Source: an optimization exercise on an open RTL-to-GDS flow (aim: small area, a short achievable clock period and few clock cycles per item). Production flows keep margins and buffers that such runs may drop.
At most, simulation tests tie the RTL to the original design; equivalence was not proved.

== v31 ==
Design kalman_filter_mc, start of the top module:
module kalman_filter_mc #(
    parameter int DW    = 13,
    parameter int CH    = 3,
    parameter int CW    = 2,
    parameter int FRAC  = 12,
    parameter int Q_DEF = 1,
    parameter int R_DEF = 64,
    parameter int B     = 3           
) (
    input  logic              clk,
    input  logic              rst_n,
    input  logic              cfg_we,
    input  logic [DW-2:0]     q_cfg,
    input  logic [DW-2:0]     r_cfg,
    input  logic              clr,
    input  logic              in_valid,
    output logic              in_ready,
    input  logic [CW-1:0]     in_ch,
    input  logic signed [DW-1:0] in_data,
    output logic              out_valid,
    output logic [CW-1:0]     out_ch,
    output logic signed [DW-1:0] out_data
);
    localparam int PW  = DW - 1;            
    localparam int KW  = FRAC + 1;          
    localparam int DNW = PW + 2;            
    localparam int NIT = FRAC / B;          
    logic [PW-1:0] r_q, r_r;         
    logic [PW-1:0] r_qe, r_re;       
    logic          r_dirty;          
    logic signed [DW-1:0] r_x  [CH];
    logic [PW-1:0]        r_p  [CH];
    logic [KW-1:0]        r_k  [CH];    
    logic [PW-1:0]        r_pn [CH];    
    logic [CH-1:0]        r_seeded;
    logic [CH-1:0]        r_kv;         
    logic [CH-1:0]        w_fx;         
    logic                 r_s_valid;
    logic [CW-1:0]        r_s_ch;
    logic signed [DW-1:0] r_s_z;
  ...
Size: roughly 2100 cells after synthesis, about 310 flip-flops, about 61 I/O pins.
==> flow/config.mk <==
export PLATFORM = sky130hd
export DESIGN_NAME = kalman_filter_mc
export DESIGN_NICKNAME = kalman_filter_mc
export VERILOG_FILES = /design/flow/design.v
export SDC_FILE = /design/flow/constraint.sdc
export NUM_CORES = 4
export LEC_CHECK = 0
export CAP_MARGIN = 20
export CORE_MARGIN = 2
export CORE_UTILIZATION = 40
export SLEW_MARGIN = 20
==> flow/constraint.sdc <==
create_clock -name core_clock -period 50.0 [get_ports {clk}]
set_input_delay 10.0000 -clock core_clock [delete_from_list [all_inputs] [get_ports {clk}]]
set_output_delay 10.0000 -clock core_clock [all_outputs]
set_load 0.01 [all_outputs]
standard.sh (not shown) runs the stock make flow with config.mk's settings and CLKGATE_MAP_FILE= SYNTH_SCRIPT=/design/flow/synth_recipe.tcl, a recipe that flattens the netlist after the stock synthesis.
==> flow/flow/run.sh <==
#!/bin/bash
set -euo pipefail
bash standard.sh "BUFFER_PORTS_ARGS=-buffer_cell sky130_fd_sc_hd__buf_2" finish > flow_make.log 2>&1
v31 completed end to end with timing, DRC and antenna clean.
Testbench counts of v31, summed over its fixed seeds: cycles 13,158, items 12,000.
Edits applied to the flow inputs when going from v31 to v56:
Settings: CORE_UTILIZATION: 40 -> 65.
==> flow/flow/run.sh <==
#!/bin/bash
set -euo pipefail
bash standard.sh "BUFFER_PORTS_ARGS=-buffer_cell sky130_fd_sc_hd__buf_4" finish > flow_make.log 2>&1
--- outcome ---
Compared with v31, in v56 actual slew at the worst max-slew pin -0.014 ns, number of buffer and inverter instances along the worst setup path ~0 delta.
Comparing the two runs side by side, v56 comes out ahead of v31 on area enclosed by the die boundary.
Taking v31 as the reference point, the weighted congestion reported at the end of routability-driven placement of v56 rises by 0.074.
Non-filler instance count after layout: v56 and v31 compared, lower one is v56
Changes observed in v56 relative to v31: initial antenna violation count fell by 4, global-route wire length before repair decreased about 4.5%.
v56 against v31: number of CTS-inserted buffers fell 11%; summed area of non-filler cells in the final layout shows a reduction of 1.5%.
For v44, these inputs were changed with respect to v56:
Settings: a change of CORE_UTILIZATION from 65 to 40; an added CTS_BUF_LIST of sky130_fd_sc_hd__clkbuf_4.
==> comparison <==
v44 has area of the core above what v56 had.
v44 vs v56, pre-CTS worst setup slack went down by 0.032 ns.
Fraction of the cycle the final worst path needs (lower): v56
Compared with v56, v44 shows a higher minimum clock period.
From v56 to v44 the numbers moved as follows: setup slack lower.
v56 → v44: final routed wirelength across all metal layers grew by 4.0%, non-clock buffer count has increased.
Here is what was changed in the inputs of v1 compared with v44.
Settings: CTS_CLUSTER_SIZE: unset -> 30; CTS_BUF_LIST: sky130_fd_sc_hd__clkbuf_4 -> sky130_fd_sc_hd__clkbuf_8.
Results
- v1 completed; timing, DRC and antenna clean
- The final-layout worst hold slack in v1 sits 0.024 ns above the value recorded for v44.
- Compared v1 against v44; routed wire length within noise.
- Compared v44 against v1; relative area of clock buffers and inverters in the final design within noise.
- Between v44 and v1, the global-route wire length before repair does not differ in any meaningful way.
- From v1 to v44, number of buffer cells added on primary ports did not move at all.
- Taking v44 as the reference, in v1 number of max-capacitance violations reported roughly the same.


run A:
Another version of the RTL of kalman_filter_mc (not shown whole).
For scale: ~2,100 cells after synthesis, about 0.022 sq mm of cells after synthesis.
==> flow/config.mk <==
export PLATFORM = sky130hd
export DESIGN_NAME = kalman_filter_mc
export DESIGN_NICKNAME = kalman_filter_mc
export VERILOG_FILES = /design/flow/design.v
export SDC_FILE = /design/flow/constraint.sdc
export NUM_CORES = 4
export LEC_CHECK = 0
export CAP_MARGIN = 20
export CORE_MARGIN = 2
export CORE_UTILIZATION = 40
export SLEW_MARGIN = 20
==> flow/constraint.sdc <==
create_clock -name core_clock -period 50.0 [get_ports {clk}]
set_input_delay 10.0000 -clock core_clock [delete_from_list [all_inputs] [get_ports {clk}]]
set_output_delay 10.0000 -clock core_clock [all_outputs]
set_load 0.01 [all_outputs]
==> flow/flow/run.sh <==
#!/bin/bash
set -euo pipefail
bash standard.sh "BUFFER_PORTS_ARGS=-buffer_cell sky130_fd_sc_hd__buf_4" finish > flow_make.log 2>&1
Run A: no failed stages, no open violations at the end
Testbench counts of run A, summed over its fixed seeds: cycles 13,793, items 12,000.
Modified inputs, run B compared to run A
==> flow/run.sh (new file) <==
#!/bin/bash
# synth_recipe.tcl (not shown) runs the flow's synth.tcl, then flattens the netlist and writes it again
# the make line also repeats each setting of config.mk as NAME=value (left out here)
make -C /OpenROAD-flow-scripts/flow DESIGN_CONFIG=/design/flow/config.mk WORK_HOME=/design/flow/orfs CLKGATE_MAP_FILE= SYNTH_SCRIPT=/design/flow/synth_recipe.tcl finish
removed: flow/flow/run.sh
removed: flow/standard.sh
## What came out
The final clock period utilization by the worst path was comparable across run B and run A.
Relative to run A, relative area change from synthesis to final layout increased by 1.7 points in run B.
The higher cell area of run B and run A is in run B.


kalman_filter_mc, a different RTL version from the one above (not shown whole).
Size: roughly 2100 cells after synthesis, ~61 I/O pins.
clock: 50.0 ns
lec_check: 0
cap_margin: 20
core_margin: 2
core_utilization: 40
slew_margin: 20
run.sh (not shown) runs the stock make flow with config.mk's settings and CLKGATE_MAP_FILE= SYNTH_SCRIPT=/design/flow/synth_recipe.tcl, a recipe that flattens the netlist after the stock synthesis.
Stock flow here: none of the scripts above is used.
The baseline finished with timing, DRC and antenna clean.
Then changed:
==> flow/flow/run.sh (new file) <==
#!/bin/bash
set -euo pipefail
bash standard.sh "BUFFER_PORTS_ARGS=-buffer_cell sky130_fd_sc_hd__buf_4" finish > flow_make.log 2>&1
==> flow/standard.sh (new file) <==
#!/bin/bash
# synth_recipe.tcl (not shown) runs the flow's synth.tcl, then flattens the netlist and writes it again
# the make line also repeats each setting of config.mk as NAME=value (left out here)
make -C /OpenROAD-flow-scripts/flow DESIGN_CONFIG=/design/flow/config.mk WORK_HOME=/design/flow/orfs CLKGATE_MAP_FILE= SYNTH_SCRIPT=/design/flow/synth_recipe.tcl "${@:-finish}"
removed: flow/run.sh
What happened:
- via count barely changes
- area after synthesis stays the same
- clock-buffer cell count went down by 6
- global-route usage fell by 0.15 points
No functional check of the RTL was part of any run of this note.


## before
Another version of the RTL of kalman_filter_mc (not shown whole).
Size in the first run: about 2,000 cells after synthesis, roughly 270 flip-flops.
clock: 50.0 ns
lec_check: 0
cap_margin: 20
core_margin: 2
core_utilization: 40
cts_cluster_diameter: 300
cts_cluster_size: 26
slew_margin: 20
standard.sh (not shown) runs the stock make flow with config.mk's settings and CLKGATE_MAP_FILE= SYNTH_SCRIPT=/design/flow/synth_recipe.tcl, a recipe that flattens the netlist after the stock synthesis.
==> flow/flow/run.sh <==
#!/bin/bash
set -euo pipefail
bash standard.sh "BUFFER_PORTS_ARGS=-buffer_cell sky130_fd_sc_hd__buf_2" finish > flow_make.log 2>&1
before completed end to end with timing, DRC and antenna clean.
Testbench counts of before, summed over its fixed seeds: cycles 13,630, items 12,000.
### before -> after
- CTS_CLUSTER_SIZE changed from 26 to 20
Notes after the runs:
Register-to-register setup slack: after vs before down 60 ps. After detailed routing, before needs more wire than after. The final layout from after, which completed every stage, passed the timing, DRC and antenna checks at the end of the flow. Global-route usage across after and before: no real change.

-- port drivers added, routing unchanged --
How much do the figures lean on ideal ports? The routed layouts below were timed once more, with nothing changed but the port constraints.
Step 1 (the two cells are an assumption about what drives the block):
set clk [get_ports {clk}]
set_driving_cell -lib_cell sky130_fd_sc_hd__clkbuf_16 $clk
set_driving_cell -lib_cell sky130_fd_sc_hd__buf_2 [delete_from_list [all_inputs] $clk]
Step 2 also shifts input and output timing later by t, the mid clock arrival at the registers, as if the neighbouring blocks saw the same clock.
a / b / c = ideal / step 1 / step 2; a / b = the first two.
run	t (ns)	setup WS [ns]	clock arrival spread, ns
v31	0.606	38.959 / 38.903 / 38.812	0.045 / 0.044
v56	0.581	38.958 / 38.903 / 38.877	0.043 / 0.044
v44	0.835	38.713 / 38.663 / 38.860	0.090 / 0.090
v1	0.689	38.884 / 38.831 / 38.790	0.051 / 0.052
run A	0.613	38.454 / 38.454 / 38.454	0.013 / 0.013
run B	0.593	38.426 / 38.367 / 38.429	0.018 / 0.019
the first run of note 3	0.597	38.509 / 38.452 / 38.350	0.027 / 0.027
the second run of note 3	0.602	38.892 / 38.835 / 38.739	0.033 / 0.032
before	0.553	38.958 / 38.911 / 38.786	0.040 / 0.040
after	0.562	38.951 / 38.899 / 38.781	0.033 / 0.033
After both steps every run listed still meets setup and hold. For before, which loses most, drivers alone change the setup slack by -0.047 ns; drivers and shift together by -0.172 ns.
